Background: an optimization exercise with open tools, aiming at small area and few clock cycles per item. Do not read the settings as production practice.
At most, simulation tests tie the RTL to the original design; equivalence was not proved.
Function not checked in runs 3 to 6: the RTL went through the layout flow alone.
No activity file was given, so power comes from the tool's default toggle rates.

**flow/run.sh**
```bash
#!/bin/bash
# Standard layout, with the smallest buffer on every input and output port.
set -euo pipefail
bash standard.sh "BUFFER_PORTS_ARGS=-buffer_cell sky130_fd_sc_hd__buf_1" finish > standard.log 2>&1
```
**standard.sh**
```bash
#!/bin/bash
# synth_recipe.tcl (not shown) runs the flow's synth.tcl, then flattens the netlist and writes it again
# the make line also repeats each setting of config.mk as NAME=value (left out here)
make -C /OpenROAD-flow-scripts/flow DESIGN_CONFIG=/design/flow/config.mk WORK_HOME=/design/flow/orfs CLKGATE_MAP_FILE= SYNTH_SCRIPT=/design/flow/synth_recipe.tcl "${@:-finish}"
```
**config.mk**
```make
export PLATFORM = sky130hd
export DESIGN_NAME = fft_bram_pingpong_ctrl
export DESIGN_NICKNAME = fft_bram_pingpong_ctrl
export VERILOG_FILES = /design/flow/design.v
export SDC_FILE = /design/flow/constraint.sdc
export NUM_CORES = 4
export LEC_CHECK = 0
export CAP_MARGIN = 20
export CORE_MARGIN = 2
export CORE_UTILIZATION = 40
export CTS_BUF_LIST = sky130_fd_sc_hd__clkbuf_16
export CTS_CLUSTER_DIAMETER = 40
export CTS_CLUSTER_SIZE = 25
export SLEW_MARGIN = 20
```
**constraint.sdc**
```tcl
create_clock -name core_clock -period 5.0 [get_ports {clk}]
set_input_delay 1.0000 -clock core_clock [delete_from_list [all_inputs] [get_ports {clk}]]
set_output_delay 1.0000 -clock core_clock [all_outputs]
set_load 0.01 [all_outputs]
```
**design.v**
```verilog
package fft_bram_pkg;
    typedef enum logic [1:0] {
        IDLE      = 2'd0,
        WRITE     = 2'd1,
        WAIT_BANK = 2'd2
    } state_t;
    localparam int DEF_NUM_CH      = 8;
    localparam int DEF_SAMPLE_W    = 24;
    localparam int DEF_OUT_W       = 32;
    localparam int DEF_FRAME_BEATS = 64;
    function automatic int clog2(input int v);
        int r;
        r = 1;
        for (int i = 1; i < 31; i++) begin
            if ((32'sd1 << i) < v) r = i + 1;
        end
        clog2 = r;
    endfunction
    function automatic logic [63:0] sign_ext(input logic [63:0] sample, input int sw, input int ow);
        logic [63:0] shl;
        logic [63:0] ext;
        shl = sample << (64 - sw);
        ext = $signed(shl) >>> (64 - sw);
        sign_ext = ext & ((64'd1 << ow) - 64'd1);
    endfunction
endpackage
module fft_beat_skid #(
    parameter int NUM_CH  = 8,
    parameter int SLICE_W = 48
) (
    input  logic                      clk,
    input  logic [NUM_CH*SLICE_W-1:0] din,
    input  logic                      push,
    output logic [SLICE_W-1:0]        head
);
    logic [SLICE_W-1:0] sh [NUM_CH];
    always_ff @(posedge clk) begin
        sh[NUM_CH-1] <= ~(din[(NUM_CH-1)*SLICE_W +: SLICE_W] & {SLICE_W{push}});
        for (int k = 0; k < NUM_CH - 1; k++) begin
            if ((NUM_CH - 1 - k) % 2 == 0)
                sh[k] <= ~((din[k*SLICE_W +: SLICE_W] & {SLICE_W{push}}) | sh[k+1]);
            else
                sh[k] <= ~((din[k*SLICE_W +: SLICE_W] | {SLICE_W{!push}}) & sh[k+1]);
        end
    end
    assign head = sh[0];
endmodule
module fft_bram_pingpong_ctrl #(
    parameter int NUM_CH      = fft_bram_pkg::DEF_NUM_CH,
    parameter int SAMPLE_W    = fft_bram_pkg::DEF_SAMPLE_W,
    parameter int OUT_W       = fft_bram_pkg::DEF_OUT_W,
    parameter int FRAME_BEATS = fft_bram_pkg::DEF_FRAME_BEATS
) (
    input  logic                         clk,
    input  logic                         rst,
    input  logic [NUM_CH*2*SAMPLE_W-1:0] s_axis_tdata,
    input  logic                         s_axis_tvalid,
    input  logic                         s_axis_tlast,
    output logic                         s_axis_tready,
    input  logic                         bank_release,
    output logic [31:0]                  bram_addr,
    output logic [OUT_W-1:0]             bram_din_re,
    output logic [OUT_W-1:0]             bram_din_im,
    output logic [3:0]                   bram_we,
    output logic                         bram_en,
    output logic                         bram_rst,
    output logic                         bank_sel,
    output logic                         frame_done,
    output logic                         err_tlast
);
    localparam int SLICE_W = 2 * SAMPLE_W;
    localparam int WORDS   = FRAME_BEATS * NUM_CH;
    localparam int SLC_W   = fft_bram_pkg::clog2(NUM_CH);
    localparam int WIDX_W  = fft_bram_pkg::clog2(WORDS);
    localparam int BIDX_W  = WIDX_W - SLC_W;
    logic [WIDX_W:0]     wcnt;
    logic                writing;
    logic [1:0]          owed;        
    logic                last_slice, last_word, new_frame, rel, bank_ok, accept, beat_last;
    logic [BIDX_W-1:0]   bidx;
    logic [SLICE_W-1:0]  cur, head;
    logic [SLC_W-1:0]    flush;       
    logic                flushed;
    fft_beat_skid #(.NUM_CH(NUM_CH), .SLICE_W(SLICE_W)) u_skid (
        .clk  (clk),
        .din  (s_axis_tdata),
        .push (accept),
        .head (head)
    );
    assign bidx       = wcnt[WIDX_W-1:SLC_W];
    assign last_slice = writing && (wcnt[SLC_W-1:0] == SLC_W'(NUM_CH - 1));
    assign last_word  = last_slice && (bidx == BIDX_W'(FRAME_BEATS - 1));
    assign new_frame  = writing ? (bidx == BIDX_W'(FRAME_BEATS - 1)) : (bidx == '0);
    assign rel        = bank_release && (owed != 2'd0);
    assign bank_ok    = !new_frame ||
                        (last_word ? (owed == 2'd0 || (owed == 2'd1 && rel))
                                   : (owed != 2'd2 || rel));
    assign flushed    = (flush == SLC_W'(NUM_CH - 1));
    assign s_axis_tready = !rst && flushed && (!writing || last_slice) && bank_ok;
    assign accept     = s_axis_tvalid && s_axis_tready;
    assign beat_last  = writing ? (bidx == BIDX_W'(FRAME_BEATS - 2)) : (bidx == BIDX_W'(FRAME_BEATS - 1));
    always_ff @(posedge clk or posedge rst) begin
        if (rst) begin
            wcnt       <= '0;
            flush      <= '0;
            writing    <= 1'b0;
            owed       <= 2'd0;
            frame_done <= 1'b0;
            err_tlast  <= 1'b0;
        end else begin
            if (writing) wcnt <= wcnt + 1'b1;
            if (!flushed) flush <= flush + 1'b1;
            writing    <= accept || (writing && !last_slice);
            owed       <= owed + {1'b0, last_word} - {1'b0, rel};
            frame_done <= last_word;
            err_tlast  <= accept && (s_axis_tlast != beat_last);
        end
    end
    assign bram_en     = writing;
    assign bram_we     = {4{writing}};
    assign bram_addr   = 32'({wcnt, 2'b00});
    assign bank_sel    = wcnt[WIDX_W];
    assign cur         = wcnt[0] ? head : ~head;
    assign bram_din_re = OUT_W'($signed(cur[SAMPLE_W-1:0]));
    assign bram_din_im = OUT_W'($signed(cur[SLICE_W-1:SAMPLE_W]));
    assign bram_rst    = rst;
endmodule
```
==> flow_metrics.tcl, run 1 <==
set metrics [dict create \
    result_of_the_run "timing/DRC/antenna clean" \
    worst_hold_slack_ps 372 \
    buffer_type_at_the_clock_tree_root "sky130_fd_sc_hd__clkbuf_16" \
    yosys.area_share.simple 0.0280 \
    clkLatencyLatePin_ps 530 \
    ioPinCount 495 \
    layout-area-overhead-vs-synth_pct 27.8 \
    synth.top_cells.by_area "sky130_fd_sc_hd__dfxtp_1 (66%), sky130_fd_sc_hd__o21ai_1 (6.9%), sky130_fd_sc_hd__a21oi_1 (6.2%)" \
    mappedNetlistArea_um2 11600 \
    clock_sinks 402 \
    layout-drive-gt1-share 0.0594 \
    min_path_type "reg -> reg" \
    power.density_nw_per_um2 697 \
    synth-compound-area-share 0.147 \
    yosys.cell_types.count 29 \
    routed_via_count 8270 \
    worst-endpoint-required_ps 4000 \
    most_common_library_cell_in_the_layout_ignoring_fill_and_taps "sky130_fd_sc_hd__buf_1" \
    die_w_um 174 \
    clock_tree.buffer_depth 3 \
    globalRouteMet3Util 0.0562 \
    num-fill-cells 2680 \
    footprint_of_the_multi_input_gates_um2 2770 \
    power.switching_fraction 0.296 \
    synth_mux_area_frac 0.00389 \
    numCtsBuffers 43 \
    post-route-period-util 0.684 \
    finalWirelength_um 28800 \
    maxClockFrequency_ghz 0.292 \
    post-cts-setup-buffers 0 \
    global_route.usage.met2 0.316 \
    setup.worst_path.end_class "output pin" \
    synth_fa_ha_area_frac 0.00648 \
    most-common-layout-cells "sky130_fd_sc_hd__buf_1 (472), sky130_fd_sc_hd__dfxtp_1 (384), sky130_fd_sc_hd__o21ai_1 (160)" \
    max_cap_viol_count 0 \
    critical_path_start_type "flip-flop" \
    postSynthRegisterBits 402 \
    grt_total_ovfl 0 \
    tns_ps 0 \
    setup_violations_final 0 \
    clock_power_share 0.324 \
    drc_errors 0 \
    number_of_hold_repair_buffers_added_at_the_cts_stage 0 \
    peak_supply_drop_uv 431 \
    timing.max_slew.rel_slack 0.529 \
    p_comb_frac 0.211 \
    post_synthesis_cell_type_with_the_largest_combined_area "sky130_fd_sc_hd__dfxtp_1" \
    yosys.area_share.xor_xnor 0.0461 \
    critical_path.max_fanout 24 \
    cp_slowest_stage_delay_ps 670 \
    syn_inst 982 \
    postRouteAntennaNets 0 \
    worst-path-buf-inv 1 \
    largest_net_degree_at_the_start_of_global_routing 103 \
    detailed_place.area_um2 13300 \
    yosysWarningCount 3 \
    gp_congestion 0.850 \
    dominant_combinational_cell_family_by_area_after_synthesis "compound AO/OA/AOI/OAI gates" \
    cp_delay_by_family_top "flip-flops" \
    drtIter0Drc 407 \
    cell_int_power_mw 7.27 \
    cp_data_arrival_time_ps 2420 \
    design_area_um2 14800 \
    finClkSkew_ps 13.8 \
    dr.pass1.iters 4 \
    antennaDiodeCount 0 \
    sequentialPowerShare 0.465 \
    num_rows 62 \
    grt_busiest_layer "met2" \
    cts.repair.resized 0 \
    clkTransAtPathRegs_ps 60 \
    synth_top_area_frac 0.664 \
    hold_viol 0 \
    sequential_standard_cell_area_um2 8140 \
    h-tree-depth 2 \
    wire_length_of_the_first_global_routing_pass_um 43500 \
    post_drt_via_cell_ratio 4.47 \
    port-buffer-count 472 \
    tritoncts_clock_tree "built" \
    dpl.hpwl_um 20800 \
    synthesis.area_per_instance_um2 11.8 \
    crit_path_cell_trace "ha_1 > ha_1 > nand2b_1 > and3_1 > and3_1 > buf_1" \
    yosysSeqAreaShare 0.703 \
    die_area_um2 30300 \
    antenna_found_initial 0 \
    tightestPinTransition_ps 705 \
    design.final.nets 1826 \
    worstSetupPathType "reg -> out" \
    fp.dieH_um 174 \
    post_drt_wl_per_cell_um 15.6 \
    final.min_clock_period_ps 3420 \
    core_area_um2 28600 \
    grt_pass1_vias 8028 \
    cpMaxStageDelayCell "sky130_fd_sc_hd__dfrtp_4" \
    globalRouteTotalUtil 0.183 \
    initial_core_util 0.405 \
    net-switching-power_mw 3.06 \
    static-leakage-power_nw 5.58 \
    total_power_mw 10.3 \
    timing.final.max_slew_violations 0 \
    globalRouteMet1Util 0.214 \
    grt_setup_unrepaired "false" \
]
## registers in the layout, indices dropped and copies added (netlist names)
| signal | cells |
|---|---|
| wcnt | 10 |
| err_tlast | 1 |
| owed | 2 |
| writing | 1 |
| u_skid.sh | 384 |
| flush | 3 |
| frame_done | 1 |
## path summary, 6_finish.rpt
check | startpoint | to | slack (ps) | cells past startpoint
max | wcnt[0]$_DFFE_PP0P_ | s_axis_tready | 1580 | 6
min in group asynchronous | rst | wcnt[8]$_DFFE_PP0P_ | 580 | 2
max reg2reg | wcnt[0]$_DFFE_PP0P_ | u_skid.sh[0][18]$_DFF_P_ | 2370 | 7
min reg2reg | u_skid.sh[5][0]$_DFF_P_ | u_skid.sh[4][0]$_DFF_P_ | 370 | 1
max in group asynchronous | rst | wcnt[0]$_DFFE_PP0P_ | 3900 | 2
min | u_skid.sh[5][0]$_DFF_P_ | u_skid.sh[4][0]$_DFF_P_ | 370 | 1
## metal layers
metal / share of wire / vias to the layer above
met5: 0 / -
met4: 0.032 / 0
met3: 0.075 / 57
met2: 0.49 / 314
met1: 0.41 / 3723
li1: - / 4176
## through the flow
step | utilization | std cells | setup WS [ps]
floorplan | - | 1003 | 2130
global placement | 0.463 | 1770 | 1750
detailed placement | 0.463 | 1770 | 1740
CTS | 0.517 | 1849 | 1530
global route | 0.517 | 1849 | 1430
finish | 0.517 | 1849 | 1580
## cell families (layout without fill, tap and decap cells)
| kind of cell | after synthesis | after routing |
|---|---|---|
| and+or+nand+nor | 72 | 72 |
| xor gates and xnor gates | 61 | 61 |
| muxes | 4 | 4 |
| buffers and inverters | 97 | 559 |
| DFF | 402 | 402 |
| AOI/OAI and AO/OA | 339 | 339 |
| other | 1 | 22 |
| adders and majority gates | 6 | 6 |
## cell type report
class,count,area share
repair buffers,477,0.126
multi-input cells,504,0.187
clock inverters,32,0.0249
clock buffers,47,0.0794
well taps,384,0.0325
flip-flops and latches,402,0.550
inverters,3,0.000761
## power by group through the flow
stage	Clock [mW]	Combinational [mW]	Sequential, mW
after floorplan	0	1.74	4.70
after detailed placement	0	2.21	4.88
after global routing	3.55	2.43	4.91
final	3.34	2.17	4.80
after global placement	0	2.18	4.84
after CTS	3.42	2.22	4.81
## cells in the mapped netlist
| master | instances |
|---|---|
| sky130_fd_sc_hd__and4_1 | 2 |
| sky130_fd_sc_hd__nor4_1 | 1 |
| sky130_fd_sc_hd__nand2_1 | 50 |
| sky130_fd_sc_hd__ha_1 | 6 |
| sky130_fd_sc_hd__xnor2_1 | 56 |
| sky130_fd_sc_hd__buf_6 | 25 |
| sky130_fd_sc_hd__and4_4 | 1 |
| sky130_fd_sc_hd__o2111ai_1 | 1 |
| sky130_fd_sc_hd__nand2b_1 | 1 |
| sky130_fd_sc_hd__nand3_1 | 2 |
| sky130_fd_sc_hd__dfxtp_1 | 384 |
| sky130_fd_sc_hd__o21ai_0 | 32 |
| sky130_fd_sc_hd__buf_2 | 13 |
| sky130_fd_sc_hd__a21oi_1 | 144 |
| sky130_fd_sc_hd__and3_1 | 5 |
| sky130_fd_sc_hd__clkbuf_1 | 6 |
| sky130_fd_sc_hd__dfrtp_1 | 18 |
| sky130_fd_sc_hd__conb_1 | 1 |
| sky130_fd_sc_hd__xor2_1 | 5 |
| sky130_fd_sc_hd__inv_1 | 3 |
| sky130_fd_sc_hd__o211ai_1 | 1 |
| sky130_fd_sc_hd__nor3_1 | 1 |
| sky130_fd_sc_hd__o21a_1 | 1 |
| sky130_fd_sc_hd__mux2_2 | 4 |
| sky130_fd_sc_hd__nor2b_1 | 1 |
| sky130_fd_sc_hd__nor2_1 | 3 |
| sky130_fd_sc_hd__buf_4 | 50 |
| sky130_fd_sc_hd__o21ai_1 | 160 |
| sky130_fd_sc_hd__nand4_1 | 5 |
Testbench counts, summed over its fixed seeds: cycles 34,029, beats 4,096.
==> run 2, diff against run 1 <==
--- a/config.mk
+++ b/config.mk
@@ -10,5 +10,5 @@
 export CORE_UTILIZATION = 40
-export CTS_BUF_LIST = sky130_fd_sc_hd__clkbuf_16
-export CTS_CLUSTER_DIAMETER = 40
-export CTS_CLUSTER_SIZE = 25
+export CTS_BUF_LIST = sky130_fd_sc_hd__clkbuf_8
+export CTS_CLUSTER_DIAMETER = 60
+export CTS_CLUSTER_SIZE = 20
 export SLEW_MARGIN = 20
==> run 2 against run 1 <==
  * Via count shrank 1.9%
  * Fmax down 2.5%
  * First-iteration DRC count increased by 12%
  * Synthesized area stayed put
  * Combinational power hardly changed
  * Global-route usage decreased by 0.43 points
  * Sequential share of layout area rose by 3.7 points
  * Critical endpoint unchanged
  * Largest cell class unchanged
==> flow_metrics.tcl, run 2 <==
set metrics [dict create \
    result_of_the_run "timing/DRC/antenna clean" \
    finClkSkew_ps 35.4 \
    post_drt_via_cell_ratio 4.46 \
    post-cts-setup-buffers 0 \
    clock_tree.buffer_depth 3 \
    die_area_um2 30300 \
    layout-drive-gt1-share 0.0384 \
    yosysSeqAreaShare 0.703 \
    synthesis.area_per_instance_um2 11.8 \
    hold_viol 0 \
    finalWirelength_um 28400 \
    dpl.hpwl_um 20800 \
    clock_sinks 402 \
    grt_setup_unrepaired "false" \
    gp_congestion 0.850 \
    cell_int_power_mw 5.96 \
    design.final.nets 1812 \
    postSynthRegisterBits 402 \
    core_area_um2 28600 \
    sequentialPowerShare 0.550 \
    design_area_um2 13900 \
    cp_data_arrival_time_ps 2510 \
    yosys.cell_types.count 29 \
    postRouteAntennaNets 0 \
    syn_inst 982 \
    dr.pass1.iters 4 \
    largest_net_degree_at_the_start_of_global_routing 103 \
    fp.dieH_um 174 \
    post_drt_wl_per_cell_um 15.6 \
    power.switching_fraction 0.315 \
    ioPinCount 495 \
    worst-path-buf-inv 1 \
    antenna_found_initial 1 \
    synth_top_cells_by_count "sky130_fd_sc_hd__dfxtp_1 (384), sky130_fd_sc_hd__o21ai_1 (160), sky130_fd_sc_hd__a21oi_1 (144), sky130_fd_sc_hd__xnor2_1 (56)" \
    total_power_mw 8.70 \
    cts.repair.resized 0 \
    mappedNetlistArea_um2 11600 \
    setup.worst_path.end_class "output pin" \
    clock_power_share 0.201 \
    global_route.usage.met2 0.312 \
    final.min_clock_period_ps 3510 \
    flip_flop_count_of_the_largest_register_all_copies_and_words_added 384 \
    synth_top_area_frac 0.664 \
    tightestPinTransition_ps 725 \
    post-route-period-util 0.701 \
    detailed_place.area_um2 13300 \
    synth-main-ff-cell "sky130_fd_sc_hd__dfxtp_1" \
    net-switching-power_mw 2.74 \
    drtIter0Drc 455 \
    postLayoutSetupSlackWorst_ps 1490 \
    layout-area-overhead-vs-synth_pct 19.7 \
    worst-endpoint-required_ps 4000 \
    register_with_the_most_flip_flops "u_skid.sh" \
    globalRouteMet1Util 0.214 \
    cp_slowest_stage_delay_ps 680 \
    yosysWarningCount 3 \
    die_w_um 174 \
    critical_path_start_type "flip-flop" \
    cp_delay_by_family_top "flip-flops" \
    number_of_hold_repair_buffers_added_at_the_cts_stage 0 \
    min_path_type "reg -> reg" \
    worst_hold_slack_ps 365 \
    initial_core_util 0.405 \
    place.detailed.instances 1770 \
    num_rows 62 \
    port-buffer-count 472 \
    clkLatencyLatePin_ps 600 \
    post_synthesis_cell_type_with_the_largest_combined_area "sky130_fd_sc_hd__dfxtp_1" \
    power.density_nw_per_um2 627 \
    tritoncts_clock_tree "built" \
    static-leakage-power_nw 5.16 \
    drc_errors 0 \
    wire_length_of_the_first_global_routing_pass_um 42700 \
    grt_total_ovfl 0 \
    top_regs "u_skid.sh (384), wcnt (10), flush (3)" \
    placement.setup.worst_slack_ps 1740 \
    buffer_type_at_the_clock_tree_root "sky130_fd_sc_hd__clkbuf_8" \
    peak_supply_drop_uv 262 \
    ys_async_sr_fraction 0.0448 \
    most_common_library_cell_in_the_layout_ignoring_fill_and_taps "sky130_fd_sc_hd__buf_1" \
    max_cap_viol_count 0 \
    numCtsBuffers 29 \
    timing.final.max_slew_violations 0 \
    maxClockFrequency_ghz 0.285 \
    grt_busiest_layer "met2" \
    h-tree-depth 1 \
    globalRouteTotalUtil 0.179 \
    tns_ps 0 \
    synth.top_cells.by_area "sky130_fd_sc_hd__dfxtp_1 (66%), sky130_fd_sc_hd__o21ai_1 (6.9%), sky130_fd_sc_hd__a21oi_1 (6.2%)" \
    finalNonFillerCells 1819 \
    clkTransAtPathRegs_ps 110 \
    globalRouteMet3Util 0.0514 \
    p_comb_frac 0.249 \
    routed_via_count 8112 \
    crit_path_cell_trace "ha_1 > ha_1 > nand2b_1 > and3_1 > and3_1 > buf_1" \
    grt_pass1_vias 7820 \
    setup_violations_final 0 \
    synth_enable_flop_cells 0 \
    critical_path.max_fanout 24 \
    post_layout_util 0.484 \
    most-common-layout-cells "sky130_fd_sc_hd__buf_1 (472), sky130_fd_sc_hd__dfxtp_1 (384), sky130_fd_sc_hd__o21ai_1 (160)" \
    timing.max_slew.rel_slack 0.516 \
    cpMaxStageDelayCell "sky130_fd_sc_hd__dfrtp_4" \
    yosys.cell_count.top_type "sky130_fd_sc_hd__dfxtp_1" \
    worstSetupPathType "reg -> out" \
]
run 2: logic make-up (layout without fill, tap and decap cells):
family | Yosys count | count (layout) | synth area share
DFF | 402 | 402 | 0.703
AOI/OAI and AO/OA | 339 | 339 | 0.147
buffers and inverters | 97 | 528 | 0.0653
and+or+nand+nor | 72 | 72 | 0.0280
xor gates and xnor gates | 61 | 61 | 0.0461
adders and majority gates | 6 | 6 | 0.00648
muxes | 4 | 4 | 0.00389
other | 1 | 23 | 0.000324
run 2: path summary, 6_finish.rpt:
check                                         from                        to  slack (ps)  cells after the start
max                            wcnt[0]$_DFFE_PP0P_             s_axis_tready        1490                      6
min                        u_skid.sh[2][9]$_DFF_P_   u_skid.sh[1][9]$_DFF_P_         370                      1
max reg2reg                    wcnt[0]$_DFFE_PP0P_  u_skid.sh[0][18]$_DFF_P_        2340                      7
min reg2reg                u_skid.sh[2][9]$_DFF_P_   u_skid.sh[1][9]$_DFF_P_         370                      1
max in group asynchronous                      rst       wcnt[0]$_DFFE_PP0P_        3980                      2
min in group asynchronous                      rst      frame_done$_DFF_PP0_         490                      2
run 2: final cells by class:
cell class	count	area [um2]
fill	2788	14800
sequential	402	8140
multi-input combinational	504	2770
timing repair buffer	477	1860
tap	384	480
clock buffer	31	427
clock inverter	17	174
inverter	3	11.3
antenna	1	2.50
run 2: power groups by stage:
| stage | Combinational [mW] | Sequential [mW] | Clock [mW] |
|---|---|---|---|
| 6_report | 2.17 | 4.79 | 1.74 |
| 5_1_grt | 2.43 | 4.90 | 1.94 |
| 4_1_cts | 2.21 | 4.80 | 1.81 |
| 3_5_place_dp | 2.21 | 4.88 | 0 |
| 3_3_place_gp | 2.18 | 4.84 | 0 |
| 2_1_floorplan | 1.74 | 4.70 | 0 |
run 2: metal layers:
layer  part of all wire  up-vias
met5                  0        -
met4              0.026        0
met3              0.079       49
met2               0.49      296
met1               0.41     3651
li1                   -     4116
==> run 3, diff against run 2 <==
--- a/design.v
+++ b/design.v
@@ -81,4 +81,3 @@
     logic [SLICE_W-1:0]  cur, head;
-    logic [SLC_W-1:0]    flush;       
-    logic                flushed;
+    logic                flushing;    
     fft_beat_skid #(.NUM_CH(NUM_CH), .SLICE_W(SLICE_W)) u_skid (
@@ -97,4 +96,3 @@
                                    : (owed != 2'd2 || rel));
-    assign flushed    = (flush == SLC_W'(NUM_CH - 1));
-    assign s_axis_tready = !rst && flushed && (!writing || last_slice) && bank_ok;
+    assign s_axis_tready = !rst && !flushing && (!writing || last_slice) && bank_ok;
     assign accept     = s_axis_tvalid && s_axis_tready;
@@ -103,4 +101,4 @@
         if (rst) begin
-            wcnt       <= '0;
-            flush      <= '0;
+            wcnt       <= -(WIDX_W+1)'(NUM_CH - 1);
+            flushing   <= 1'b1;
             writing    <= 1'b0;
@@ -110,4 +108,4 @@
         end else begin
-            if (writing) wcnt <= wcnt + 1'b1;
-            if (!flushed) flush <= flush + 1'b1;
+            if (writing || flushing) wcnt <= wcnt + 1'b1;
+            if (wcnt[SLC_W-1:0] == SLC_W'(NUM_CH - 1)) flushing <= 1'b0;
             writing    <= accept || (writing && !last_slice);
==> flow/run.sh (replaced) <==
#!/bin/bash
# Standard layout with two changes: every logic cell from synthesis is swapped for the
# smallest cell of its function before placement (repair sizes up what timing needs),
# and every input and output port gets the smallest buffer.
set -euo pipefail
RES=orfs/results/$FLOW_PLATFORM/fft_bram_pingpong_ctrl/base
bash standard.sh floorplan > standard_floorplan.log 2>&1
IN_ODB=$RES/2_floorplan.odb IN_SDC=$RES/2_floorplan.sdc \
  LIB_FILES=$FLOW_HOME/platforms/$FLOW_PLATFORM/lib/sky130_fd_sc_hd__tt_025C_1v80.lib \
  PLATFORM_DIR=$FLOW_HOME/platforms/$FLOW_PLATFORM \
  openroad -no_init -exit flow/downsize.tcl > downsize.log 2>&1
bash standard.sh "BUFFER_PORTS_ARGS=-buffer_cell sky130_fd_sc_hd__buf_1" finish > standard.log 2>&1
==> flow/downsize.tcl (new file) <==
# Swap every logic cell of the synthesized netlist for the smallest cell of the same
# function (same name but drive strength); placement and CTS repair fix any timing.
foreach lib $::env(LIB_FILES) { read_liberty $lib }
read_db $::env(IN_ODB)
read_sdc $::env(IN_SDC)
source $::env(PLATFORM_DIR)/setRC.tcl
set n 0
foreach inst [get_cells *] {
  set m [get_property $inst ref_name]
  if {![regexp {^(sky130_fd_sc_hd__[a-z0-9]+)_([0-9]+)$} $m -> base drv]} { continue }
  if {[regexp {tapvpwrvgnd|conb|fill|decap|diode} $base]} { continue }
  set best ""
  set best_area 1e9
  foreach lc [get_lib_cells ${base}_*] {
    set ln [get_name $lc]
    if {![regexp "^${base}_(\[0-9\]+)\$" $ln -> d]} { continue }
    set a [get_property $lc area]
    if {$a < $best_area} { set best $ln; set best_area $a }
  }
  if {$best ne "" && $best ne $m} {
    replace_cell $inst $best
    incr n
  }
}
puts "downsize: swapped $n cells"
write_db $::env(IN_ODB)
--- a/config.mk
+++ b/config.mk
@@ -10,5 +10,2 @@
 export CORE_UTILIZATION = 40
-export CTS_BUF_LIST = sky130_fd_sc_hd__clkbuf_8
-export CTS_CLUSTER_DIAMETER = 60
-export CTS_CLUSTER_SIZE = 20
 export SLEW_MARGIN = 20
==> run 3 against run 2 <==
  * Sequential cell count fell by 2
  * Worst hold slack improved by 4.3 ps
  * Combinational power fell by 3%
  * Non-clock buffer count fell by 1
  * Clock skew fell by 24 ps
  * Largest cell class unchanged
  * Sequential power barely moved
  * Still clean
==> flow_metrics.tcl, run 3 <==
set metrics [dict create \
    drtIter0Drc 336 \
    antenna_found_initial 0 \
    clkTransAtPathRegs_ps 60 \
    critical_path.max_fanout 24 \
    detailed_place.area_um2 13200 \
    synth_enable_flop_cells 0 \
    post-cts-setup-buffers 0 \
    yosys.cell_types.count 33 \
    final.min_clock_period_ps 3650 \
    synthesis.area_per_instance_um2 12.3 \
    footprint_of_the_multi_input_gates_um2 2740 \
    dr.pass1.iters 4 \
    grt_pass1_vias 8026 \
    most-common-layout-cells "sky130_fd_sc_hd__buf_1 (472), sky130_fd_sc_hd__dfxtp_1 (384), sky130_fd_sc_hd__o21ai_0 (192)" \
    critical_path_start_type "flip-flop" \
    clkLatencyLatePin_ps 520 \
    power.density_nw_per_um2 681 \
    most_common_library_cell_in_the_layout_ignoring_fill_and_taps "sky130_fd_sc_hd__buf_1" \
    layout-area-overhead-vs-synth_pct 21.3 \
    synth_top_area_frac 0.641 \
    drc_errors 0 \
    ys_async_sr_fraction 0.0400 \
    min_path_type "reg -> reg" \
    fp.dieH_um 177 \
    design.final.nets 1820 \
    core_area_um2 29600 \
    design_area_um2 14600 \
    result_of_the_run "timing/DRC/antenna clean" \
    number_of_hold_repair_buffers_added_at_the_cts_stage 0 \
    register_with_the_most_flip_flops "u_skid.sh" \
    num_rows 63 \
    cp_data_arrival_time_ps 2650 \
    numCtsBuffers 41 \
    synth.top_cells.by_area "sky130_fd_sc_hd__dfxtp_1 (64%), sky130_fd_sc_hd__a21oi_2 (10%), sky130_fd_sc_hd__o21ai_1 (6.7%)" \
    die_area_um2 31400 \
    syn_inst 979 \
    post_drt_wl_per_cell_um 15.6 \
    finalWirelength_um 28800 \
    worst-endpoint-required_ps 4000 \
    synth_top_cells_by_count "sky130_fd_sc_hd__dfxtp_1 (384), sky130_fd_sc_hd__o21ai_1 (160), sky130_fd_sc_hd__a21oi_2 (140), sky130_fd_sc_hd__buf_4 (60), sky130_fd_sc_hd__xnor2_1 (56)" \
    timing.final.max_slew_violations 0 \
    grt_setup_unrepaired "false" \
    yosysSeqAreaShare 0.675 \
    holdPathStages 1 \
    post_drt_via_cell_ratio 4.43 \
    sequential_standard_cell_area_um2 8100 \
    port-buffer-count 472 \
    layout-drive-gt1-share 0.0501 \
    yosys.cell_count.top_type "sky130_fd_sc_hd__dfxtp_1" \
    cpMaxStageDelayCell "sky130_fd_sc_hd__dfstp_4" \
    post-route-period-util 0.730 \
    ioPinCount 495 \
    grt_total_ovfl 0 \
    static-leakage-power_nw 5.47 \
    mappedNetlistArea_um2 12000 \
    max_cap_viol_count 0 \
    finClkSkew_ps 11.9 \
    postRouteAntennaNets 0 \
    postSynthRegisterBits 400 \
    flip_flop_count_of_the_largest_register_all_copies_and_words_added 384 \
    timing.max_slew.rel_slack 0.419 \
    wire_length_of_the_first_global_routing_pass_um 42100 \
    worst-r2r-cell-count 7 \
    crit_path_cell_trace "ha_1 > ha_1 > nand2b_1 > nor3b_1 > and3_1 > buf_1" \
    post_synthesis_cell_type_with_the_largest_combined_area "sky130_fd_sc_hd__dfxtp_1" \
    globalRouteTotalUtil 0.171 \
    setup.worst_path.end_class "output pin" \
    worst_hold_slack_ps 370 \
    h-tree-depth 2 \
    initial_core_util 0.406 \
    clock_tree.buffer_depth 3 \
    cp_slowest_stage_delay_ps 830 \
    cts.repair.resized 0 \
    die_w_um 177 \
    hold_viol 0 \
    dpl.hpwl_um 20800 \
    worstSetupPathType "reg -> out" \
    top_regs "u_skid.sh (384), wcnt (10), owed (2)" \
    synth-main-ff-cell "sky130_fd_sc_hd__dfxtp_1" \
    maxClockFrequency_ghz 0.274 \
    yosysWarningCount 3 \
    post_layout_util 0.492 \
    tightestPinTransition_ps 872 \
    clock_sinks 400 \
    tritoncts_clock_tree "built" \
    setup_violations_final 0 \
    buffer_type_at_the_clock_tree_root "sky130_fd_sc_hd__clkbuf_16" \
    routed_via_count 8193 \
    largest_net_degree_at_the_start_of_global_routing 193 \
    peak_supply_drop_uv 322 \
    worst_path_most_repeated_cell "sky130_fd_sc_hd__ha_1" \
    tns_ps 0 \
    gp_congestion 0.801 \
    num-fill-cells 2818 \
]
[run 3: per-stage QoR]
stage          setup WS, ps  std cells  power, mW
4_1_cts                1310       1848       10.0
3_5_place_dp           1860       1774       7.02
5_1_grt                1150       1848       10.5
2_1_floorplan          2450       1000       6.64
6_report               1350       1849       9.92
3_3_place_gp           1930       1774       6.94
[run 3: cell type report]
cell class / instances / share of cell area
clock buffer: 63 / 0.0880
antenna: 1 / 0.000172
timing repair buffer: 476 / 0.126
tap: 390 / 0.0335
sequential: 400 / 0.556
multi-input combinational: 505 / 0.188
clock inverter: 11 / 0.00671
inverter: 3 / 0.000774
[run 3: path summary, 6_finish.rpt]
kind | from | end | slack, ps
max | wcnt[0]$_DFFE_PP1P_ | s_axis_tready | 1350
min | u_skid.sh[7][42]$_DFF_P_ | u_skid.sh[6][42]$_DFF_P_ | 370
max reg2reg | wcnt[0]$_DFFE_PP1P_ | u_skid.sh[0][37]$_DFF_P_ | 1980
min reg2reg | u_skid.sh[7][42]$_DFF_P_ | u_skid.sh[6][42]$_DFF_P_ | 370
max in group asynchronous | rst | err_tlast$_DFF_PP0_ | 4020
min in group asynchronous | rst | writing$_DFF_PP0_ | 580
[run 3: per-layer routing]
metal | GRT usage | vias up | wire length (um)
met5 | 0 | - | 0
met4 | 0.0592 | 0 | 691
met3 | 0.0524 | 46 | 2220
met2 | 0.295 | 285 | 14200
met1 | 0.201 | 3723 | 11600
li1 | - | 4139 | -
[run 3: kinds of logic (layout without fill, tap and decap cells)]
group	count (synthesis)	count (layout)	synth area share
flip-flops	400	400	0.675
AO/OA/AOI/OAI	340	340	0.187
buffers and inverters	95	553	0.0595
AND/OR/NAND/NOR	77	77	0.0290
XOR/XNOR	60	60	0.0438
adder cells (fa/ha/maj)	4	4	0.00417
multiplexers	2	2	0.00188
other	1	23	0.000313
[run 3: power breakdown]
part | internal, mW | switching [mW] | total (mW)
logic | 0.860 | 1.24 | 2.10
clock network | 1.82 | 1.19 | 3.02
registers | 4.36 | 0.444 | 4.80
total | 7.04 | 2.88 | 9.92
[run 3: worst max-delay path: cells and delay by family, from the launching register on]
kind / cells / cell delay, ps
flops: 1 / 830
simple gates: 3 / 640
fa+ha+maj: 2 / 500
buf+inv: 1 / 160
==> run 4, diff against run 3 <==
==> flow/run.sh (replaced) <==
#!/bin/bash
# Standard layout with three changes: every logic cell from synthesis is swapped for the
# smallest cell of its function before placement (repair sizes up what timing needs),
# every input and output port gets the smallest buffer, and clock tree synthesis uses
# clkbuf_8 leaves over larger sink clusters, without dummy loads.
set -euo pipefail
RES=orfs/results/$FLOW_PLATFORM/fft_bram_pingpong_ctrl/base
CTS_SIZE=${CTS_SIZE:-15}
bash standard.sh floorplan > standard_floorplan.log 2>&1
IN_ODB=$RES/2_floorplan.odb IN_SDC=$RES/2_floorplan.sdc \
  LIB_FILES=$FLOW_HOME/platforms/$FLOW_PLATFORM/lib/sky130_fd_sc_hd__tt_025C_1v80.lib \
  PLATFORM_DIR=$FLOW_HOME/platforms/$FLOW_PLATFORM \
  openroad -no_init -exit flow/downsize.tcl > downsize.log 2>&1
bash standard.sh "BUFFER_PORTS_ARGS=-buffer_cell sky130_fd_sc_hd__buf_1" \
  "CTS_ARGS=-sink_clustering_enable -repair_clock_nets -buf_list sky130_fd_sc_hd__clkbuf_8 -sink_clustering_size $CTS_SIZE -sink_clustering_max_diameter 60 -dont_use_dummy_load" \
  finish > standard.log 2>&1
==> run 4 against run 3 <==
  * Sequential share of layout area grew 3.7 points
  * Still clean on timing, DRC and antenna
  * Largest cell class unchanged
  * Critical endpoint unchanged
  * Critical path type unchanged
  * Global-route usage decreased by 0.29 points
  * Final cell count is 2.2% lower
  * Critical path depth did not move
  * Sequential power hardly changed
==> flow_metrics.tcl, run 4 <==
set metrics [dict create \
    yosys.cell_count.top_type "sky130_fd_sc_hd__dfxtp_1" \
    fp.dieH_um 177 \
    most_common_library_cell_in_the_layout_ignoring_fill_and_taps "sky130_fd_sc_hd__buf_1" \
    most-common-layout-cells "sky130_fd_sc_hd__buf_1 (472), sky130_fd_sc_hd__dfxtp_1 (384), sky130_fd_sc_hd__o21ai_0 (192)" \
    largest_net_degree_at_the_start_of_global_routing 193 \
    layout-area-overhead-vs-synth_pct 13.7 \
    synth_enable_flop_cells 0 \
    layout-drive-gt1-share 0.0282 \
    worst-endpoint-required_ps 4000 \
    static-leakage-power_nw 5.03 \
    power.density_nw_per_um2 619 \
    dr.pass1.iters 4 \
    critical_path.max_fanout 24 \
    hold_path.startpoint "u_skid.sh[7][42]$_DFF_P_" \
    postSynthRegisterBits 400 \
    peak_supply_drop_uv 256 \
    register_with_the_most_flip_flops "u_skid.sh" \
    critical_path_start_type "flip-flop" \
    antenna_found_initial 0 \
    h-tree-depth 2 \
    routed_via_count 8096 \
    maxClockFrequency_ghz 0.274 \
    cp_data_arrival_time_ps 2640 \
    syn_inst 979 \
    post_drt_via_cell_ratio 4.48 \
    synth.top_cells.by_area "sky130_fd_sc_hd__dfxtp_1 (64%), sky130_fd_sc_hd__a21oi_2 (10%), sky130_fd_sc_hd__o21ai_1 (6.7%)" \
    clock_sinks 400 \
    clock_tree.buffer_depth 3 \
    setup.worst_path.start "wcnt[0]$_DFFE_PP1P_" \
    grt_pass1_vias 7827 \
    clkLatencyLatePin_ps 530 \
    gp_congestion 0.801 \
    tns_ps 0 \
    ioPinCount 495 \
    port-buffer-count 472 \
    synth_top_area_frac 0.641 \
    design.final.nets 1813 \
    worst-r2r-cell-count 7 \
    yosys.cell_types.count 33 \
    numCtsBuffers 34 \
    worstReg2RegEnd "u_skid.sh[2][21]$_DFF_P_" \
    num_rows 63 \
    initial_core_util 0.406 \
    clkTransAtPathRegs_ps 80 \
    number_of_hold_repair_buffers_added_at_the_cts_stage 0 \
    ys_async_sr_fraction 0.0400 \
    max_cap_viol_count 0 \
    setup.worst_path.end_class "output pin" \
    globalRouteTotalUtil 0.169 \
    mappedNetlistArea_um2 12000 \
    post-cts-setup-buffers 0 \
    reg2reg_setup_slack_ps 2150 \
    finalWirelength_um 28500 \
    timing.max_slew.rel_slack 0.475 \
    drc_errors 0 \
    cts.repair.resized 0 \
    dpl.hpwl_um 20800 \
    setup_violations_final 0 \
    post-route-period-util 0.729 \
    antennaDiodeCount 0 \
    yosysWarningCount 3 \
    hold_viol 0 \
    num-fill-cells 2891 \
    flip_flop_count_of_the_largest_register_all_copies_and_words_added 384 \
    post_drt_wl_per_cell_um 15.7 \
    top_regs "u_skid.sh (384), wcnt (10), owed (2)" \
    min_path_type "reg -> reg" \
    die_area_um2 31400 \
    die_w_um 177 \
    result_of_the_run "timing/DRC/antenna clean" \
    worstSetupPathType "reg -> out" \
    synthesis.area_per_instance_um2 12.3 \
    finalNonFillerCells 1808 \
    timing.final.max_slew_violations 0 \
    critical_path_end "s_axis_tready" \
    wire_length_of_the_first_global_routing_pass_um 41300 \
    post_synthesis_cell_type_with_the_largest_combined_area "sky130_fd_sc_hd__dfxtp_1" \
    grt_total_ovfl 0 \
    regToRegStartpoint "wcnt[0]$_DFFE_PP1P_" \
    place.detailed.instances 1774 \
    synth_top_cells_by_count "sky130_fd_sc_hd__dfxtp_1 (384), sky130_fd_sc_hd__o21ai_1 (160), sky130_fd_sc_hd__a21oi_2 (140), sky130_fd_sc_hd__buf_4 (60), sky130_fd_sc_hd__xnor2_1 (56)" \
    final.min_clock_period_ps 3640 \
    yosysSeqAreaShare 0.675 \
    drtIter0Drc 347 \
    core_area_um2 29600 \
    finClkSkew_ps 33.1 \
    buffer_type_at_the_clock_tree_root "sky130_fd_sc_hd__clkbuf_8" \
    tightestPinTransition_ps 788 \
    synth-main-ff-cell "sky130_fd_sc_hd__dfxtp_1" \
    postRouteAntennaNets 0 \
    tritoncts_clock_tree "built" \
    grt_setup_unrepaired "false" \
]
[run 4: cell count changes in the layout (fill, tap and decap cells not counted), sizes merged]
cell | before | now
clkinvlp | 1 | 0
inv | 6 | 3
clkinv | 6 | 0
clkbuf | 63 | 34
diode | 1 | 0
bufinv | 1 | 0
[run 4: critical path, stage by stage (launching register included)]
cell                       delay, ps
sky130_fd_sc_hd__dfstp_4         840
sky130_fd_sc_hd__ha_1            280
sky130_fd_sc_hd__ha_1            220
sky130_fd_sc_hd__nand2b_1        130
sky130_fd_sc_hd__nor3b_1         290
sky130_fd_sc_hd__and3_1          230
sky130_fd_sc_hd__buf_1           160
[run 4: routing by layer]
layer | up-vias | wire, um | track usage
met5 | - | 0 | 0
met4 | 0 | 774 | 0.0544
met3 | 53 | 2260 | 0.0477
met2 | 273 | 13900 | 0.290
met1 | 3687 | 11500 | 0.202
li1 | 4083 | - | -
[run 4: final cells by class]
class | count | area (um2) | share of cell area
tap | 390 | 488 | 0.0358
multi-input combinational | 505 | 2740 | 0.201
timing repair buffer | 476 | 1840 | 0.135
clock buffer | 34 | 468 | 0.0343
sequential | 400 | 8100 | 0.594
inverter | 3 | 11.3 | 0.000825
[run 4: worst min path at each step]
stage,endpoint,slack (ps),cells after the start
floorplan,u_skid.sh[0][39]$_DFF_P_,350,1
global placement,u_skid.sh[6][26]$_DFF_P_,360,1
detailed placement,u_skid.sh[2][28]$_DFF_P_,360,1
CTS,u_skid.sh[6][42]$_DFF_P_,350,1
global route,u_skid.sh[6][42]$_DFF_P_,360,1
finish,u_skid.sh[6][42]$_DFF_P_,340,1
[run 4: kinds of logic (layout without fill, tap and decap cells)]
logic type | Yosys count | count (layout) | share of synthesized area
flops | 400 | 400 | 0.675
compound gates | 340 | 340 | 0.187
buf+inv | 95 | 513 | 0.0595
simple gates | 77 | 77 | 0.0290
xor+xnor | 60 | 60 | 0.0438
fa+ha+maj | 4 | 4 | 0.00417
mux | 2 | 2 | 0.00188
other cells | 1 | 22 | 0.000313
[run 4: metrics by stage]
stage | hold slack (ps) | utilization | power [mW] | setup slack (ps) | instance area (um2)
global placement | 355 | 0.446 | 6.94 | 1930 | 13200
detailed placement | 361 | 0.446 | 7.02 | 1860 | 13200
global route | 365 | 0.462 | 9.01 | 1150 | 13600
finish | 343 | 0.462 | 8.45 | 1360 | 13600
floorplan | 354 | - | 6.64 | 2450 | 12100
CTS | 347 | 0.462 | 8.57 | 1300 | 13600
[run 4: where the power goes]
group	switching, mW	internal [mW]
sequential	0.438	4.35
combinational	1.24	0.860
clock	0.947	0.612
==> run 5, diff against run 4 <==
--- a/flow/run.sh
+++ b/flow/run.sh
@@ -7,3 +7,3 @@
 RES=orfs/results/$FLOW_PLATFORM/fft_bram_pingpong_ctrl/base
-CTS_SIZE=${CTS_SIZE:-15}
+CTS_SIZE=${CTS_SIZE:-20}
 bash standard.sh floorplan > standard_floorplan.log 2>&1
==> run 5 against run 4 <==
  * Highest routed layer unchanged
  * Synthesized area unchanged
  * Largest power group unchanged
  * Critical path depth unchanged
  * Largest cell class unchanged
  * Power down 1.9%
  * Fmax down 1.9%
  * Final cell count down 0.39%
==> flow_metrics.tcl, run 5 <==
set metrics [dict create \
    result_of_the_run "timing/DRC/antenna clean" \
    cell_int_power_mw 5.69 \
    gp_congestion 0.801 \
    dr.pass1.iters 4 \
    wl_met2_um 13800 \
    peak_supply_drop_uv 255 \
    detailroute.wirelength.met3_um 2050 \
    critical_path_start_type "flip-flop" \
    number_of_hold_repair_buffers_added_at_the_cts_stage 0 \
    synthesis.area_per_instance_um2 12.3 \
    timing.max_slew.rel_slack 0.485 \
    synth-main-ff-cell "sky130_fd_sc_hd__dfxtp_1" \
    dpl.hpwl_um 20800 \
    worst-endpoint-required_ps 4000 \
    static-leakage-power_nw 4.98 \
    max_cap_viol_count 0 \
    mappedNetlistArea_um2 12000 \
    finClkSkew_ps 43.7 \
    worstReg2RegEnd "u_skid.sh[3][34]$_DFF_P_" \
    critical_path.max_fanout 24 \
    clock_sinks 400 \
    post-route-period-util 0.743 \
    buffer_type_at_the_clock_tree_root "sky130_fd_sc_hd__clkbuf_8" \
    net-switching-power_mw 2.59 \
    largest_net_degree_at_the_start_of_global_routing 193 \
    layout-area-overhead-vs-synth_pct 12.9 \
    drtIter0Drc 330 \
    routed_via_count 8048 \
    cp_data_arrival_time_ps 2720 \
    setup_violations_final 0 \
    power.switching_fraction 0.313 \
    drc_errors 0 \
    port-buffer-count 472 \
    reg2reg_setup_slack_ps 2130 \
    synth_top_area_frac 0.641 \
    wire_length_of_the_first_global_routing_pass_um 41100 \
    cp_slowest_stage_delay_ps 850 \
    grt_pass1_vias 7707 \
    holdPathStages 1 \
    flip_flop_count_of_the_largest_register_all_copies_and_words_added 384 \
    post_drt_via_cell_ratio 4.47 \
    most_common_library_cell_in_the_layout_ignoring_fill_and_taps "sky130_fd_sc_hd__buf_1" \
    setup.worst_path.end_class "output pin" \
    antenna_found_initial 0 \
    yosys.cell_count.top_type "sky130_fd_sc_hd__dfxtp_1" \
    footprint_of_the_multi_input_gates_um2 2740 \
    synth_top_cells_by_count "sky130_fd_sc_hd__dfxtp_1 (384), sky130_fd_sc_hd__o21ai_1 (160), sky130_fd_sc_hd__a21oi_2 (140), sky130_fd_sc_hd__buf_4 (60), sky130_fd_sc_hd__xnor2_1 (56)" \
    final.min_clock_period_ps 3720 \
    most-common-layout-cells "sky130_fd_sc_hd__buf_1 (472), sky130_fd_sc_hd__dfxtp_1 (384), sky130_fd_sc_hd__o21ai_0 (192)" \
    layout-drive-gt1-share 0.0234 \
    fp.dieH_um 177 \
    regToRegStartpoint "wcnt[0]$_DFFE_PP1P_" \
    numCtsBuffers 27 \
    placement.setup.worst_slack_ps 1860 \
    num-fill-cells 2886 \
    cts.repair.resized 0 \
    finalWirelength_um 28300 \
    tns_ps 0 \
    die_area_um2 31400 \
    worst_hold_slack_ps 346 \
    ioPinCount 495 \
    sequentialPowerShare 0.578 \
    grt_setup_unrepaired "false" \
    postSynthRegisterBits 400 \
    p_comb_frac 0.253 \
    clkLatencyLatePin_ps 600 \
    top_regs "u_skid.sh (384), wcnt (10), owed (2)" \
    h-tree-depth 1 \
    die_w_um 177 \
    post_drt_wl_per_cell_um 15.7 \
    min_path_type "reg -> reg" \
    met1_length_um 11600 \
    ys_async_sr_fraction 0.0400 \
    tightestPinTransition_ps 773 \
    timing.final.max_slew_violations 0 \
    design_area_um2 13500 \
    synth.top_cells.by_area "sky130_fd_sc_hd__dfxtp_1 (64%), sky130_fd_sc_hd__a21oi_2 (10%), sky130_fd_sc_hd__o21ai_1 (6.7%)" \
    worstSetupPathType "reg -> out" \
    clkTransAtPathRegs_ps 110 \
    syn_inst 979 \
    worst_hold_path.endpoint "u_skid.sh[1][36]$_DFF_P_" \
    yosys.cell_types.count 33 \
    initial_core_util 0.406 \
    synth_enable_flop_cells 0 \
    cpMaxStageDelayCell "sky130_fd_sc_hd__dfstp_4" \
    postRouteAntennaNets 0 \
    clock_power_share 0.169 \
    detailed_place.area_um2 13200 \
    core_area_um2 29600 \
    post_synthesis_cell_type_with_the_largest_combined_area "sky130_fd_sc_hd__dfxtp_1" \
    num_rows 63 \
    worst_path_most_repeated_cell "sky130_fd_sc_hd__ha_1" \
    design.final.nets 1806 \
    yosysSeqAreaShare 0.675 \
    post_layout_util 0.458 \
    postLayoutSetupSlackWorst_ps 1280 \
    globalRouteTotalUtil 0.166 \
    register_with_the_most_flip_flops "u_skid.sh" \
    worst-r2r-cell-count 7 \
    maxClockFrequency_ghz 0.269 \
    clock_tree.buffer_depth 3 \
    hold_path.startpoint "u_skid.sh[2][36]$_DFF_P_" \
    antennaDiodeCount 0 \
    post-cts-setup-buffers 0 \
    highest_layer "met4" \
    hold_viol 0 \
    yosysWarningCount 3 \
    grt_total_ovfl 0 \
    crit_path_cell_trace "ha_1 > ha_1 > nand2b_1 > nor3b_1 > and3_1 > buf_1" \
    tritoncts_clock_tree "built" \
    power.density_nw_per_um2 612 \
    sequential_standard_cell_area_um2 8100 \
]
==> run 5: cell type report <==
type                            instances  area share
Tap cell                              390      0.0360
Multi-Input combinational cell        505       0.202
Timing Repair Buffer                  476       0.136
Inverter                                3    0.000831
Sequential cell                       400       0.598
Clock buffer                           27      0.0274
==> run 5: layer usage <==
layer | vias to the layer above | GRT usage
met5 | - | 0
met4 | 0 | 0.0517
met3 | 45 | 0.0419
met2 | 277 | 0.287
met1 | 3659 | 0.204
li1 | 4067 | -
==> run 5: worst max-delay path by stage <==
stage                              from              end  slack [ps]  cells after the start
floorplan           wcnt[0]$_DFFE_PP1P_  bram_din_re[24]        2450                      4
global route        wcnt[0]$_DFFE_PP1P_    s_axis_tready        1050                      6
global placement    wcnt[0]$_DFFE_PP1P_    s_axis_tready        1930                      6
finish              wcnt[0]$_DFFE_PP1P_    s_axis_tready        1280                      6
detailed placement  wcnt[0]$_DFFE_PP1P_    s_axis_tready        1860                      6
CTS                 wcnt[0]$_DFFE_PP1P_    s_axis_tready        1210                      6
==> run 5: critical path: cells and delay by family (launching register included) <==
kind / cells / cell delay (ps)
buffers and inverters: 1 / 160
adders and majority gates: 2 / 500
DFF: 1 / 850
and+or+nand+nor: 3 / 640
==> run 5: logic make-up (layout without fill, tap and decap cells) <==
kind of cell / after synthesis / in the layout / share of synthesized area
AO/OA/AOI/OAI: 340 / 340 / 0.187
XOR/XNOR: 60 / 60 / 0.0438
adder cells (fa/ha/maj): 4 / 4 / 0.00417
buffers and inverters: 95 / 506 / 0.0595
flip-flops: 400 / 400 / 0.675
multiplexers: 2 / 2 / 0.00188
other: 1 / 22 / 0.000313
AND/OR/NAND/NOR: 77 / 77 / 0.0290
==> run 5: through the flow <==
stage / instances / power, mW
after detailed placement: 1774 / 7.02
after global routing: 1801 / 8.84
after CTS: 1801 / 8.40
after floorplan: 1000 / 6.64
final: 1801 / 8.28
after global placement: 1774 / 6.94
==> run 5: power by group through the flow <==
stage	Clock [mW]	Sequential, mW	Combinational (mW)
2_1_floorplan	0	4.77	1.87
3_3_place_gp	0	4.84	2.10
3_5_place_dp	0	4.87	2.14
4_1_cts	1.46	4.80	2.15
5_1_grt	1.57	4.90	2.37
6_report	1.40	4.78	2.10
==> run 6, diff against run 5 <==
--- a/flow/run.sh
+++ b/flow/run.sh
@@ -14,3 +14,3 @@
 bash standard.sh "BUFFER_PORTS_ARGS=-buffer_cell sky130_fd_sc_hd__buf_1" \
-  "CTS_ARGS=-sink_clustering_enable -repair_clock_nets -buf_list sky130_fd_sc_hd__clkbuf_8 -sink_clustering_size $CTS_SIZE -sink_clustering_max_diameter 60 -dont_use_dummy_load" \
+  "CTS_ARGS=-sink_clustering_enable -repair_clock_nets -buf_list sky130_fd_sc_hd__clkbuf_16 -sink_clustering_size $CTS_SIZE -sink_clustering_max_diameter 60 -dont_use_dummy_load" \
   finish > standard.log 2>&1
==> run 6 against run 5 <==
  * Clock-buffer cell count did not move
  * Global-route usage increased by 0.060 points
  * Combinational power is essentially flat
  * Clock skew is 16 ps lower
  * Critical path depth is the same
  * Worst hold slack gained 8.3 ps
  * Final area grew 2.3%
  * Fmax rose by 0.90%
  * Non-clock buffer count unchanged
  * Sequential cell count did not move
  * Critical endpoint unchanged
==> flow_metrics.tcl, run 6 <==
set metrics [dict create \
    result_of_the_run "timing/DRC/antenna clean" \
    top_regs "u_skid.sh (384), wcnt (10), owed (2)" \
    peak_supply_drop_uv 295 \
    gp_congestion 0.801 \
    number_of_hold_repair_buffers_added_at_the_cts_stage 0 \
    clock_sinks 400 \
    synth-main-ff-cell "sky130_fd_sc_hd__dfxtp_1" \
    worstSetupPathType "reg -> out" \
    clock_tree.buffer_depth 3 \
    min_path_type "reg -> reg" \
    register_with_the_most_flip_flops "u_skid.sh" \
    dr.pass1.iters 4 \
    cts.repair.resized 0 \
    design.final.nets 1806 \
    port-buffer-count 472 \
    setup_violations_final 0 \
    design_area_um2 13900 \
    worst-path-buf-inv 1 \
    die_area_um2 31400 \
    cp_delay_by_family_top "flip-flops" \
    grt_total_ovfl 0 \
    yosysSeqAreaShare 0.675 \
    drtIter0Drc 359 \
    final.min_clock_period_ps 3680 \
    post_layout_util 0.469 \
    yosys.area_share.xor_xnor 0.0438 \
    ioPinCount 495 \
    finalNonFillerCells 1802 \
    timing.max_slew.rel_slack 0.454 \
    layout-area-overhead-vs-synth_pct 15.5 \
    most-common-layout-cells "sky130_fd_sc_hd__buf_1 (472), sky130_fd_sc_hd__dfxtp_1 (384), sky130_fd_sc_hd__o21ai_0 (192)" \
    synth_fa_ha_area_frac 0.00417 \
    postLayoutSetupSlackWorst_ps 1320 \
    finalWirelength_um 28500 \
    tns_ps 0 \
    placement.setup.worst_slack_ps 1860 \
    worst_path_most_repeated_cell "sky130_fd_sc_hd__ha_1" \
    syn_inst 979 \
    synth_top_area_frac 0.641 \
    dominant_combinational_cell_family_by_area_after_synthesis "compound AO/OA/AOI/OAI gates" \
    finClkSkew_ps 27.5 \
    cp_slowest_stage_delay_ps 840 \
    synth_top_cells_by_count "sky130_fd_sc_hd__dfxtp_1 (384), sky130_fd_sc_hd__o21ai_1 (160), sky130_fd_sc_hd__a21oi_2 (140), sky130_fd_sc_hd__buf_4 (60), sky130_fd_sc_hd__xnor2_1 (56)" \
    mappedNetlistArea_um2 12000 \
    layout-drive-gt1-share 0.0234 \
    h-tree-depth 1 \
    buffer_type_at_the_clock_tree_root "sky130_fd_sc_hd__clkbuf_16" \
    max_cap_viol_count 0 \
    post_drt_wl_per_cell_um 15.8 \
    globalRouteTotalUtil 0.167 \
    yosysWarningCount 3 \
    ys_async_sr_fraction 0.0400 \
    worst-endpoint-required_ps 4000 \
    numCtsBuffers 27 \
    post_synthesis_cell_type_with_the_largest_combined_area "sky130_fd_sc_hd__dfxtp_1" \
    worst_hold_slack_ps 354 \
    detailed_place.area_um2 13200 \
    post-route-period-util 0.736 \
    yosys.area_share.simple 0.0290 \
    crit_path_cell_trace "ha_1 > ha_1 > nand2b_1 > nor3b_1 > and3_1 > buf_1" \
    initial_core_util 0.406 \
    timing.final.max_slew_violations 0 \
    grt_pass1_vias 7745 \
    synthesis.area_per_instance_um2 12.3 \
    routed_via_count 8095 \
    flip_flop_count_of_the_largest_register_all_copies_and_words_added 384 \
    dpl.hpwl_um 20800 \
    tritoncts_clock_tree "built" \
    synth-compound-area-share 0.187 \
    static-leakage-power_nw 5.12 \
    post-cts-setup-buffers 0 \
    clkTransAtPathRegs_ps 80 \
    core_area_um2 29600 \
    fp.dieH_um 177 \
    tightestPinTransition_ps 819 \
    yosys.cell_types.count 33 \
    post_drt_via_cell_ratio 4.49 \
    largest_net_degree_at_the_start_of_global_routing 193 \
    place.detailed.instances 1774 \
    most_common_library_cell_in_the_layout_ignoring_fill_and_taps "sky130_fd_sc_hd__buf_1" \
    synth.top_cells.by_area "sky130_fd_sc_hd__dfxtp_1 (64%), sky130_fd_sc_hd__a21oi_2 (10%), sky130_fd_sc_hd__o21ai_1 (6.7%)" \
    grt_setup_unrepaired "false" \
    cpMaxStageDelayCell "sky130_fd_sc_hd__dfstp_4" \
    postSynthRegisterBits 400 \
    hold_viol 0 \
    yosys.cell_count.top_type "sky130_fd_sc_hd__dfxtp_1" \
    postRouteAntennaNets 0 \
    critical_path_start_type "flip-flop" \
    antenna_found_initial 0 \
    cp_data_arrival_time_ps 2680 \
    critical_path.max_fanout 24 \
    num_rows 63 \
    power.density_nw_per_um2 637 \
    total_power_mw 8.82 \
    drc_errors 0 \
    synth_mux_area_frac 0.00188 \
    synth_enable_flop_cells 0 \
    wire_length_of_the_first_global_routing_pass_um 41200 \
    clkLatencyLatePin_ps 550 \
    maxClockFrequency_ghz 0.272 \
    die_w_um 177 \
    setup.worst_path.end_class "output pin" \
]
run 6: cell counts after synthesis:
Identical to the previous run, type by type.
run 6: per-layer routing:
| metal | share of wire | GRT usage | wire length, um | vias up |
|---|---|---|---|---|
| met5 | 0 | 0 | 0 | - |
| met4 | 0.026 | 0.0486 | 742 | 0 |
| met3 | 0.075 | 0.0430 | 2140 | 45 |
| met2 | 0.49 | 0.289 | 14000 | 274 |
| met1 | 0.41 | 0.204 | 11600 | 3702 |
| li1 | - | - | - | 4074 |
run 6: path summary, 6_finish.rpt:
path | start | slack, ps | endpoint | cells after the start
setup / recovery | wcnt[0]$_DFFE_PP1P_ | 1320 | s_axis_tready | 6
hold / removal | u_skid.sh[2][36]$_DFF_P_ | 350 | u_skid.sh[1][36]$_DFF_P_ | 1
setup reg to reg | wcnt[0]$_DFFE_PP1P_ | 2090 | u_skid.sh[0][28]$_DFF_P_ | 7
hold reg to reg | u_skid.sh[2][36]$_DFF_P_ | 350 | u_skid.sh[1][36]$_DFF_P_ | 1
max in group asynchronous | rst | 4010 | err_tlast$_DFF_PP0_ | 2
min in group asynchronous | rst | 570 | writing$_DFF_PP0_ | 2
run 6: logic make-up (layout without fill, tap and decap cells):
| kind of cell | count (synthesis) | after routing |
|---|---|---|
| DFF | 400 | 400 |
| AOI/OAI and AO/OA | 340 | 340 |
| buffers and inverters | 95 | 506 |
| and+or+nand+nor | 77 | 77 |
| xor gates and xnor gates | 60 | 60 |
| adders and majority gates | 4 | 4 |
| muxes | 2 | 2 |
| other | 1 | 23 |
run 6: area by class of cell:
class                   instances  area [um2]
fillers                      2870       15700
flip-flops and latches        400        8100
multi-input cells             505        2740
repair buffers                476        1840
clock buffers                  27         676
well taps                     390         488
inverters                       3        11.3
diodes                          1        2.50
run 6: where the power goes:
| group | total (mW) | internal (mW) | switching (mW) |
|---|---|---|---|
| Clock | 1.93 | 0.951 | 0.981 |
| Combinational | 2.10 | 0.860 | 1.24 |
| Sequential | 4.79 | 4.35 | 0.439 |
==> run 7, diff against run 6 <==
--- a/design.v
+++ b/design.v
@@ -75,2 +75,3 @@
     localparam int BIDX_W  = WIDX_W - SLC_W;
+    localparam int WCNT_INIT = (1 << (WIDX_W + 1)) - (NUM_CH - 1);
     logic [WIDX_W:0]     wcnt;
@@ -88,2 +89,3 @@
     );
+    assign flushing   = (owed == 2'd3);
     assign bidx       = wcnt[WIDX_W-1:SLC_W];
@@ -101,6 +103,5 @@
         if (rst) begin
-            wcnt       <= -(WIDX_W+1)'(NUM_CH - 1);
-            flushing   <= 1'b1;
+            wcnt       <= (WIDX_W+1)'(WCNT_INIT);
             writing    <= 1'b0;
-            owed       <= 2'd0;
+            owed       <= 2'd3;
             frame_done <= 1'b0;
@@ -109,5 +110,5 @@
             if (writing || flushing) wcnt <= wcnt + 1'b1;
-            if (wcnt[SLC_W-1:0] == SLC_W'(NUM_CH - 1)) flushing <= 1'b0;
             writing    <= accept || (writing && !last_slice);
-            owed       <= owed + {1'b0, last_word} - {1'b0, rel};
+            if (flushing) owed <= (wcnt[SLC_W-1:0] == SLC_W'(NUM_CH - 1)) ? 2'd0 : 2'd3;
+            else          owed <= owed + {1'b0, last_word} - {1'b0, rel};
             frame_done <= last_word;
--- a/flow/run.sh
+++ b/flow/run.sh
@@ -7,3 +7,3 @@
 RES=orfs/results/$FLOW_PLATFORM/fft_bram_pingpong_ctrl/base
-CTS_SIZE=${CTS_SIZE:-20}
+CTS_SIZE=${CTS_SIZE:-15}
 bash standard.sh floorplan > standard_floorplan.log 2>&1
@@ -14,3 +14,3 @@
 bash standard.sh "BUFFER_PORTS_ARGS=-buffer_cell sky130_fd_sc_hd__buf_1" \
-  "CTS_ARGS=-sink_clustering_enable -repair_clock_nets -buf_list sky130_fd_sc_hd__clkbuf_16 -sink_clustering_size $CTS_SIZE -sink_clustering_max_diameter 60 -dont_use_dummy_load" \
+  "CTS_ARGS=-sink_clustering_enable -repair_clock_nets -buf_list sky130_fd_sc_hd__clkbuf_8 -sink_clustering_size $CTS_SIZE -sink_clustering_max_diameter 60 -dont_use_dummy_load" \
   finish > standard.log 2>&1
==> run 7 against run 6 <==
  * Register-to-register slack got worse by 230 ps
  * Worst hold slack worse by 25 ps
  * Global-route usage grew 0.66 points
  * Highest routed layer unchanged
==> flow_metrics.tcl, run 7 <==
set metrics [dict create \
    wire_length_of_the_first_global_routing_pass_um 42500 \
    post_drt_wl_per_cell_um 16.0 \
    gp_congestion 0.801 \
    initial_core_util 0.406 \
    timing.max_slew.rel_slack 0.395 \
    yosys.cell_count.top_type "sky130_fd_sc_hd__dfxtp_1" \
    worstSetupPathType "reg -> out" \
    mappedNetlistArea_um2 12000 \
    critical_path.max_fanout 6 \
    most_common_library_cell_in_the_layout_ignoring_fill_and_taps "sky130_fd_sc_hd__buf_1" \
    largest_net_degree_at_the_start_of_global_routing 92 \
    power.density_nw_per_um2 669 \
    core_area_um2 29600 \
    yosysWarningCount 3 \
    register_with_the_most_flip_flops "u_skid.sh" \
    die_area_um2 31500 \
    buffer_type_at_the_clock_tree_root "sky130_fd_sc_hd__clkbuf_8" \
    finalWirelength_um 29200 \
    maxClockFrequency_ghz 0.285 \
    synth_enable_flop_cells 0 \
    dpl.hpwl_um 21800 \
    synthesis.area_per_instance_um2 12.1 \
    tritoncts_clock_tree "built" \
    critical_path_start_type "flip-flop" \
    fp.dieH_um 177 \
    number_of_hold_repair_buffers_added_at_the_cts_stage 0 \
    yosysSeqAreaShare 0.671 \
    place.detailed.instances 1786 \
    numCtsBuffers 35 \
    clock_sinks 399 \
    antenna_found_initial 0 \
    dr.pass1.iters 4 \
    h-tree-depth 2 \
    flip_flop_count_of_the_largest_register_all_copies_and_words_added 384 \
    post_drt_via_cell_ratio 4.55 \
    num_rows 63 \
    grt_total_ovfl 0 \
    finClkSkew_ps 54.5 \
    peak_supply_drop_uv 285 \
    port-buffer-count 472 \
    cpMaxStageDelayCell "sky130_fd_sc_hd__dfstp_4" \
    setup.worst_path.end_class "output pin" \
    syn_inst 991 \
    grt_pass1_vias 8089 \
    synth-main-ff-cell "sky130_fd_sc_hd__dfxtp_1" \
    worst-endpoint-required_ps 4000 \
    final.min_clock_period_ps 3510 \
    finalNonFillerCells 1821 \
    synth_top_cells_by_count "sky130_fd_sc_hd__dfxtp_1 (384), sky130_fd_sc_hd__o21ai_0 (193), sky130_fd_sc_hd__a21oi_2 (140), sky130_fd_sc_hd__nand2_1 (56), sky130_fd_sc_hd__xnor2_1 (55)" \
    most-common-layout-cells "sky130_fd_sc_hd__buf_1 (472), sky130_fd_sc_hd__dfxtp_1 (384), sky130_fd_sc_hd__o21ai_0 (193)" \
    routed_via_count 8282 \
    top_regs "u_skid.sh (384), wcnt (10), owed (2)" \
    clkTransAtPathRegs_ps 90 \
    post-cts-setup-buffers 0 \
    max_cap_viol_count 0 \
    cp_data_arrival_time_ps 2510 \
    static-leakage-power_nw 5.05 \
    grt_setup_unrepaired "false" \
    design_area_um2 13700 \
    clock_tree.buffer_depth 3 \
    synth_top_area_frac 0.639 \
    die_w_um 177 \
    setup_violations_final 0 \
    hold_viol 0 \
    clkLatencyLatePin_ps 530 \
    drc_errors 0 \
    synth.top_cells.by_area "sky130_fd_sc_hd__dfxtp_1 (64%), sky130_fd_sc_hd__a21oi_2 (10%), sky130_fd_sc_hd__o21ai_0 (8.0%)" \
    result_of_the_run "timing/DRC/antenna clean" \
    cts.repair.resized 0 \
    ioPinCount 495 \
    tightestPinTransition_ps 908 \
]
## run 7: cell count changes after synthesis, sizes merged, moves of 3 or more
cell	before	now
buf	86	89
o2111ai	3	0
dfstp	4	10
o31ai	0	3
nand2	51	56
dfrtp	12	5
## run 7: power by group
group	internal [mW]	leakage, nW	switching (mW)
combinational	1.01	1.44	1.59
sequential	4.58	3.36	0.439
clock	0.629	0.252	0.936
## run 7: cells by family after synthesis
| group | after synthesis | synth area share |
|---|---|---|
| adder cells (fa/ha/maj) | 3 | 0.00312 |
| AND/OR/NAND/NOR | 76 | 0.0265 |
| XOR/XNOR | 59 | 0.0429 |
| AO/OA/AOI/OAI | 351 | 0.193 |
| other | 1 | 0.000312 |
| multiplexers | 3 | 0.00281 |
| buffers and inverters | 99 | 0.0606 |
| flip-flops | 399 | 0.671 |
## run 7: worst paths after layout
path | from | to | slack [ps] | depth (start not counted)
worst min-delay path | u_skid.sh[6][37]$_DFF_P_ | u_skid.sh[5][37]$_DFF_P_ | 330 | 1
worst min register to register | u_skid.sh[6][37]$_DFF_P_ | u_skid.sh[5][37]$_DFF_P_ | 330 | 1
worst max register to register | wcnt[0]$_DFFE_PP1P_ | u_skid.sh[3][33]$_DFF_P_ | 1860 | 8
min in group asynchronous | rst | wcnt[2]$_DFFE_PP0P_ | 600 | 2
max in group asynchronous | rst | writing$_DFF_PP0_ | 3990 | 2
worst max-delay path | wcnt[0]$_DFFE_PP1P_ | s_axis_tready | 1490 | 7
## run 7: final cells by class
class	count	area, um2
fill	2929	15900
clock buffer	35	482
inverter	3	11.3
timing repair buffer	480	1880
tap	390	488
multi-input combinational	514	2790
sequential	399	8080
## run 7: critical path, delay by kind of cell, from the launching register on
kind                     cells  cell delay, ps
AO/OA/AOI/OAI                1              80
buffers and inverters        1             150
flip-flops                   1             610
adder cells (fa/ha/maj)      2             410
AND/OR/NAND/NOR              3             800
## run 7: stage by stage
stage	setup slack, ps	total power [mW]	hold slack (ps)
floorplan	2230	7.28	354
global route	1280	9.87	336
global placement	1830	7.66	356
detailed placement	1740	7.76	361
CTS	1430	9.33	329
finish	1490	9.19	330
## run 7: per-layer routing
metal / share of wire / up-vias / track usage
met5: 0 / - / 0
met4: 0.034 / 0 / 0.0663
met3: 0.083 / 72 / 0.0510
met2: 0.48 / 317 / 0.295
met1: 0.40 / 3766 / 0.206
li1: - / 4127 / -
Testbench counts of run 7, summed over its fixed seeds: cycles 34,029, beats 4,096.

Re-timed with assumed drivers on the ports (clkbuf_16 on the clock, buf_2 on other inputs), run 7 has 1.443 ns of setup slack against 1.488 ns with ideal ports, and 1.728 ns once port delays also move by the mid clock arrival of 0.545 ns.
